From an optimization exercise on the open Yosys and OpenROAD flow, aimed at small area, a short achievable clock period and few clock cycles; shortcuts taken in it are not production practice. Function was checked by simulation only, so behaviour that the tests miss may differ from the original.

## the reference run
==> flow/design.v (excerpt) <==
module matmul_top
#(
    parameter  int BLOCK   = 4,
    parameter  int INNER   = 4,
    parameter  int A_ROWS  = 8,      
    parameter  int B_COLS  = 8,      
    localparam int A_DEPTH = (A_ROWS / BLOCK) * INNER,
    localparam int B_DEPTH = (B_COLS / BLOCK) * INNER,
    localparam int A_AW    = (A_DEPTH > 1) ? $clog2(A_DEPTH) : 1,
    localparam int B_AW    = (B_DEPTH > 1) ? $clog2(B_DEPTH) : 1,
    localparam int R_AW    = (A_ROWS * B_COLS > 1) ? $clog2(A_ROWS * B_COLS) : 1
) (
    input  logic              clk,
    input  logic              rst_n,
    input  logic              a_we,
    input  logic [A_AW-1:0]   a_addr,      
    input  logic [BLOCK-1:0][ELEM_W-1:0]  a_data,
    input  logic              b_we,
    input  logic [B_AW-1:0]   b_addr,      
    input  logic [BLOCK-1:0][ELEM_W-1:0]  b_data,
    input  logic              start,
    output logic              busy,
    output logic              done,
    input  logic [R_AW-1:0]   res_addr,
    output logic signed [ELEM_W-1:0]             res_data
);
export LEC_CHECK = 0
export CAP_MARGIN = 20
export CORE_MARGIN = 2
export CORE_UTILIZATION = 55
export CTS_CLUSTER_SIZE = 30
export SETUP_SLACK_MARGIN = 3.6
export SLEW_MARGIN = 20
create_clock -name core_clock -period 10.0 [get_ports {clk}]
run.sh (not shown) runs the stock make flow with config.mk's settings and CLKGATE_MAP_FILE= SYNTH_SCRIPT=/design/flow/synth_recipe.tcl, a recipe that flattens the netlist after the stock synthesis.
Testbench counts of the reference run, summed over its fixed seeds: cycles 4,296.
Here is what was changed in the inputs of the trial run compared with the reference run.
- changing SETUP_SLACK_MARGIN from 3.6 to 4.5
- Lower worst-case setup margin in the final layout goes to the trial run over the reference run.
- The trial run reports a higher routed via count than the reference run does.
- Higher shortest period the worst path allows was reported by the trial run, not the reference run.
- The reference run -> the trial run: violation count after the first detailed-routing iteration increased by a few percent
- From the reference run to the trial run the numbers moved as follows: met1 layer usage reported by global route moved up, maximum cell stage delay along the critical path moved down.


Setup of job 7506:
matmul_top, a different RTL version from the one above (not shown whole).
Size in the first run: ~5800 cells after synthesis, roughly 160 I/O pins, ~0.10 mm² of cells after synthesis.
==> flow/config.mk <==
export PLATFORM = sky130hd
export DESIGN_NAME = matmul_top
export DESIGN_NICKNAME = matmul_top
export VERILOG_FILES = /design/flow/design.v
export SDC_FILE = /design/flow/constraint.sdc
export NUM_CORES = 4
export LEC_CHECK = 0
export CAP_MARGIN = 20
export CORE_MARGIN = 2
export CORE_UTILIZATION = 65
export CTS_CLUSTER_SIZE = 30
export SETUP_SLACK_MARGIN = 3.45
export SLEW_MARGIN = 20
export SYNTH_HIERARCHICAL = 1
==> flow/constraint.sdc <==
create_clock -name core_clock -period 10.0 [get_ports {clk}]
set_input_delay 2.0000 -clock core_clock [delete_from_list [all_inputs] [get_ports {clk}]]
set_output_delay 2.0000 -clock core_clock [all_outputs]
set_load 0.01 [all_outputs]
Testbench counts of job 7506, summed over its fixed seeds: cycles 4,296.
Here is what was changed in the inputs of job 8399 compared with job 7506.
- SETUP_SLACK_MARGIN: 3.45 -> 3.2
[summary]
- Non-clock buffer count delta for job 8399 relative to job 7506: 17% lower
- [job 8399] global-route usage over all layers rose 0.25 points relative to job 7506
- Looking at final RePlAce weighted congestion, job 8399 sits about 1.5% below job 7506.
- On routed length on met2: between job 8399 and job 7506, it ends up lower for job 7506.
- On setup slack of the critical path after layout: job 8399 sits below job 7506.
- Job 7506 → job 8399: first-pass GRT wire length moved up; sequential share of layout area moved up.
- Looking at worst slack on hold paths across job 8399 and job 7506, the one that comes out lower is job 7506.
- Multi-input gate share of total cell area of job 8399 is on par with job 7506.
Input changes introduced in job 1344 (baseline for comparison: job 8399):
- a change of SETUP_SLACK_MARGIN from 3.2 to 3.75
## What came out
- Against job 8399, job 1344 comes in 16 ps lower on worst hold slack.
- Comparing job 8399 and job 1344, the higher multi-input gate share of total cell area was measured on job 1344.
- Side by side, cell area turned out higher in job 1344 than in job 8399.
- Job 1344 completed every stage of the flow, and the final layout passed the timing, DRC and antenna checks.
- Job 1344: count of buffers added by post-CTS timing repair for setup higher than job 8399
- [job 1344] critical path data required time fell 2680 ps relative to job 8399
- Summary of the comparison: met2 wire length is higher in job 1344, relative to job 8399.

re-timing with driven ports:
Ports are ideal in the flow. The routed layouts listed here were re-timed in OpenROAD.
Step 1: set_driving_cell puts a clkbuf_16 on clk and a buf_2 on each other input, an assumption about the parent block.
Step 2 times the ports against the registers' clock, not the clock port: input delays grow and output delays shrink by t, the midpoint of the rising clock arrivals with the driver on.
a / b / c = ideal ports / drivers / drivers and shift; a / b = the first two.
run	t, ns	setup slack, ns	worst setup path at the end	worst register clock-pin slew, ns	worst data-port slew with drivers (ns)
the reference run	0.929	3.288 / 3.097 / 2.168	input to register	0.07 / 0.07	0.34
the trial run	0.927	3.281 / 3.053 / 2.126	input to register	0.07 / 0.07	0.40
job 7506	0.904	3.236 / 3.148 / 2.395	input to register	0.07 / 0.07	0.25
job 8399	0.918	3.205 / 3.121 / 2.249	input to register	0.07 / 0.07	0.19
job 1344	0.902	3.245 / 3.157 / 2.434	input to register	0.08 / 0.08	0.45
After both steps setup and hold are still met in every run listed. For the trial run, which loses most, drivers alone change the setup slack by -0.228 ns; drivers and shift together by -1.155 ns.
